Context: an optimization exercise on an open-source flow, tuned for small area, a short achievable clock period and few clock cycles. The choices shown serve that exercise and are no tape-out recipe. RTL that was checked went through simulation tests only; none was proved equivalent to the original. Power and IR drop assume default switching activity.

== run P ==
Design axi4_burst_slave_mem, start of the top module:
module axi4_burst_slave_mem #(
  parameter int unsigned C_S_AXI_ID_WIDTH   = 1,
  parameter int unsigned C_S_AXI_DATA_WIDTH = 32,
  parameter int unsigned C_S_AXI_ADDR_WIDTH = 32,
  parameter int unsigned C_MEM_ADDR_BITS    = 6
) (
  input  logic                            S_AXI_ACLK,
  input  logic                            S_AXI_ARESETN,
  input  logic [C_S_AXI_ID_WIDTH-1:0]     S_AXI_AWID,
  input  logic [C_S_AXI_ADDR_WIDTH-1:0]   S_AXI_AWADDR,
  input  logic [7:0]                      S_AXI_AWLEN,
  input  logic [2:0]                      S_AXI_AWSIZE,
  input  logic [1:0]                      S_AXI_AWBURST,
  input  logic                            S_AXI_AWVALID,
  output logic                            S_AXI_AWREADY,
  input  logic [C_S_AXI_DATA_WIDTH-1:0]   S_AXI_WDATA,
  input  logic [C_S_AXI_DATA_WIDTH/8-1:0] S_AXI_WSTRB,
  input  logic                            S_AXI_WLAST,
  input  logic                            S_AXI_WVALID,
  output logic                            S_AXI_WREADY,
  output logic [C_S_AXI_ID_WIDTH-1:0]     S_AXI_BID,
  output logic [1:0]                      S_AXI_BRESP,
  output logic                            S_AXI_BVALID,
  input  logic                            S_AXI_BREADY,
  input  logic [C_S_AXI_ID_WIDTH-1:0]     S_AXI_ARID,
  input  logic [C_S_AXI_ADDR_WIDTH-1:0]   S_AXI_ARADDR,
  input  logic [7:0]                      S_AXI_ARLEN,
  input  logic [2:0]                      S_AXI_ARSIZE,
  input  logic [1:0]                      S_AXI_ARBURST,
  input  logic                            S_AXI_ARVALID,
  output logic                            S_AXI_ARREADY,
  output logic [C_S_AXI_ID_WIDTH-1:0]     S_AXI_RID,
  output logic [C_S_AXI_DATA_WIDTH-1:0]   S_AXI_RDATA,
  output logic [1:0]                      S_AXI_RRESP,
  output logic                            S_AXI_RLAST,
  output logic                            S_AXI_RVALID,
  input  logic                            S_AXI_RREADY
  ,
  output logic [15:0]                     S_AXI_ERR_CNT
);
Size in the first run: ~4700 cells after synthesis, ~2200 flip-flops, roughly 200 I/O pins, roughly 83000 um^2 of cells after synthesis.
export LEC_CHECK = 0
export CAP_MARGIN = 20
export CORE_MARGIN = 2
export CORE_UTILIZATION = 60
export CTS_CLUSTER_DIAMETER = 60
export CTS_CLUSTER_SIZE = 30
export SETUP_SLACK_MARGIN = 2.6
export SLEW_MARGIN = 20
export TNS_END_PERCENT = 5
create_clock -name core_clock -period 5.0 [get_ports {S_AXI_ACLK}]
standard.sh (not shown) runs the stock make flow with config.mk's settings and CLKGATE_MAP_FILE= SYNTH_SCRIPT=/design/flow/synth_recipe.tcl, a recipe that flattens the netlist after the stock synthesis.
==> flow/flow/run.sh <==
#!/bin/bash
set -euo pipefail
cd "$(dirname "$0")/.."
bash standard.sh synth > flow_synth.log 2>&1
bash standard.sh \
  "BUFFER_PORTS_ARGS=-buffer_cell sky130_fd_sc_hd__buf_2" \
  "CTS_ARGS=-sink_clustering_enable -repair_clock_nets -sink_clustering_size 30 -sink_clustering_max_diameter 60 -dont_use_dummy_load" \
  finish > flow_layout.log 2>&1
In summary, run P completed successfully, with a layout that passed the timing, design-rule and antenna checks.
Testbench counts of run P, summed over its fixed seeds: cycles 10,239.
## Diff of input files: run A against run P
==> flow/run.sh (new file) <==
#!/bin/bash
# synth_recipe.tcl (not shown) runs the flow's synth.tcl, then flattens the netlist and writes it again
# the make line also repeats each setting of config.mk as NAME=value (left out here)
make -C /OpenROAD-flow-scripts/flow DESIGN_CONFIG=/design/flow/config.mk WORK_HOME=/design/flow/orfs CLKGATE_MAP_FILE= SYNTH_SCRIPT=/design/flow/synth_recipe.tcl finish
removed: flow/flow/run.sh
removed: flow/standard.sh
==> comparison <==
Row wire length of the first global-routing pass: run A higher / run P lower
Compare run A and run P | worst-margin pin slew higher: run P
Delta(proportion of total power due to net switching, run A - run P) > 0
Relative to run P, internal portion of total power has gone up in run A.

---

Another version of the RTL of axi4_burst_slave_mem (not shown whole).
For scale: roughly 2200 flip-flops, ~200 I/O pins, roughly 83000 um2 of cells after synthesis.
clock: 5.0 ns
lec_check: 0
cap_margin: 20
core_margin: 2
core_utilization: 60
cts_cluster_diameter: 60
cts_cluster_size: 30
setup_slack_margin: 2.6
slew_margin: 20
tns_end_percent: 5
==> flow/flow/run.sh <==
#!/bin/bash
set -euo pipefail
cd "$(dirname "$0")/.."
bash standard.sh synth > flow_synth.log 2>&1
bash standard.sh \
  "BUFFER_PORTS_ARGS=-buffer_cell sky130_fd_sc_hd__buf_2" \
  "CTS_ARGS=-sink_clustering_enable -repair_clock_nets -sink_clustering_size 30 -sink_clustering_max_diameter 60 -dont_use_dummy_load" \
  finish > flow_layout.log 2>&1
Then changed:
- CORE_UTILIZATION: 60 -> 70
The changed run finished with timing, DRC and antenna clean.
Die area went down by about a fifth.
Global-route usage went up by 6.2 points.
Setup slack got worse by 0.090 ns.
Via count went up by a few percent.
Design area went down slightly.
Core utilization went up by 11 points.
Total power is about the same.
No run of this note included a check of the RTL's function; only the layout flow was run.

---

Setup of job 101:
Another version of the RTL of axi4_burst_slave_mem (not shown whole).
Size in the first run: ~2,300 flip-flops, about 86,000 um^2 of cells after synthesis.
## axi4_burst_slave_mem
module axi4_burst_slave_mem #(
  parameter int unsigned C_S_AXI_ID_WIDTH   = 1,
  parameter int unsigned C_S_AXI_DATA_WIDTH = 32,
  parameter int unsigned C_S_AXI_ADDR_WIDTH = 32,
  parameter int unsigned C_MEM_ADDR_BITS    = 6
) (
  input  logic                            S_AXI_ACLK,
  input  logic                            S_AXI_ARESETN,
  input  logic [C_S_AXI_ID_WIDTH-1:0]     S_AXI_AWID,
  input  logic [C_S_AXI_ADDR_WIDTH-1:0]   S_AXI_AWADDR,
  input  logic [7:0]                      S_AXI_AWLEN,
  input  logic [2:0]                      S_AXI_AWSIZE,
  input  logic [1:0]                      S_AXI_AWBURST,
  input  logic                            S_AXI_AWVALID,
  output logic                            S_AXI_AWREADY,
  input  logic [C_S_AXI_DATA_WIDTH-1:0]   S_AXI_WDATA,
  input  logic [C_S_AXI_DATA_WIDTH/8-1:0] S_AXI_WSTRB,
  input  logic                            S_AXI_WLAST,
  input  logic                            S_AXI_WVALID,
  output logic                            S_AXI_WREADY,
  output logic [C_S_AXI_ID_WIDTH-1:0]     S_AXI_BID,
  output logic [1:0]                      S_AXI_BRESP,
  output logic                            S_AXI_BVALID,
  input  logic                            S_AXI_BREADY,
  input  logic [C_S_AXI_ID_WIDTH-1:0]     S_AXI_ARID,
  input  logic [C_S_AXI_ADDR_WIDTH-1:0]   S_AXI_ARADDR,
  input  logic [7:0]                      S_AXI_ARLEN,
  input  logic [2:0]                      S_AXI_ARSIZE,
  input  logic [1:0]                      S_AXI_ARBURST,
  input  logic                            S_AXI_ARVALID,
  output logic                            S_AXI_ARREADY,
  output logic [C_S_AXI_ID_WIDTH-1:0]     S_AXI_RID,
  output logic [C_S_AXI_DATA_WIDTH-1:0]   S_AXI_RDATA,
  output logic [1:0]                      S_AXI_RRESP,
  output logic                            S_AXI_RLAST,
  output logic                            S_AXI_RVALID,
  input  logic                            S_AXI_RREADY
  ,
  output logic [15:0]                     S_AXI_ERR_CNT
);
clock: 5.0 ns
lec_check: 0
cap_margin: 20
core_margin: 2
core_utilization: 60
cts_cluster_diameter: 60
cts_cluster_size: 30
setup_slack_margin: 2.6
slew_margin: 20
tns_end_percent: 5
Scripts as last shown in full above: flow/flow/run.sh
Every stage of the flow completed for job 101, and the final layout passed the timing, design-rule and antenna checks.
Testbench counts of job 101, summed over its fixed seeds: cycles 10,239.
The following lists how job 102 was set up differently from job 101:
# job 101
export LEC_CHECK = 0
export CAP_MARGIN = 20
export CORE_MARGIN = 2
export CORE_UTILIZATION = 60
export CTS_CLUSTER_DIAMETER = 60
export CTS_CLUSTER_SIZE = 30
export SETUP_SLACK_MARGIN = 2.6
export SLEW_MARGIN = 20
export TNS_END_PERCENT = 5
create_clock -name core_clock -period 5.0 [get_ports {S_AXI_ACLK}]
# job 102
export LEC_CHECK = 0
export CAP_MARGIN = 20
export CORE_MARGIN = 2
export CORE_UTILIZATION = 60
export CTS_CLUSTER_DIAMETER = 60
export CTS_CLUSTER_SIZE = 30
export SETUP_SLACK_MARGIN = 2.6
export SLEW_MARGIN = 20
export TNS_END_PERCENT = 10
create_clock -name core_clock -period 5.0 [get_ports {S_AXI_ACLK}]
Results
Taking job 101 as the reference, in job 102 area overhead of the layout relative to synthesis now larger, H-tree depth level, worst slack at placement went down 0.16 ns, portion of total power attributed to combinational logic decreased 0.9 points, count of plain and timing-repair buffers in the layout has decreased. Compared with job 101, job 102 shows a higher number of clock buffers in the layout.

-- what the ideal ports hide --
How much do the figures lean on ideal ports? The routed layouts below were timed once more, with nothing changed but the port constraints.
Step 1 assumes that a clkbuf_16 drives the clock port and a buf_2 every other input.
Step 2, shift: input delay + t, output delay - t, t = (earliest + latest rising clock arrival at the registers) / 2. This alone moves slack from input paths to output paths.
a / b / c = no drivers / after step 1 / after step 2; a / b = the first two.
| run | t (ns) | setup slack, ns | slew at the worst register clock pin (ns) | worst data-port slew with drivers (ns) |
|---|---|---|---|---|
| run P | 0.874 | 2.264 / 2.264 / 1.681 | 0.11 / 0.11 | 0.05 |
| run A | 0.880 | 2.268 / 2.268 / 1.530 | 0.11 / 0.11 | 0.04 |
| the first run of note 2 | 0.885 | 2.365 / 2.365 / 1.889 | 0.11 / 0.11 | 0.05 |
| the second run of note 2 | 0.857 | 2.275 / 2.275 / 1.759 | 0.10 / 0.10 | 0.07 |
| job 101 | 0.878 | 2.239 / 2.239 / 1.631 | 0.11 / 0.11 | 0.06 |
| job 102 | 0.855 | 2.287 / 2.236 / 1.632 | 0.11 / 0.11 | 0.07 |
After both steps setup and hold are still met in every run listed. For run A, which loses most, drivers alone change the setup slack by 0.000 ns; drivers and shift together by -0.738 ns.
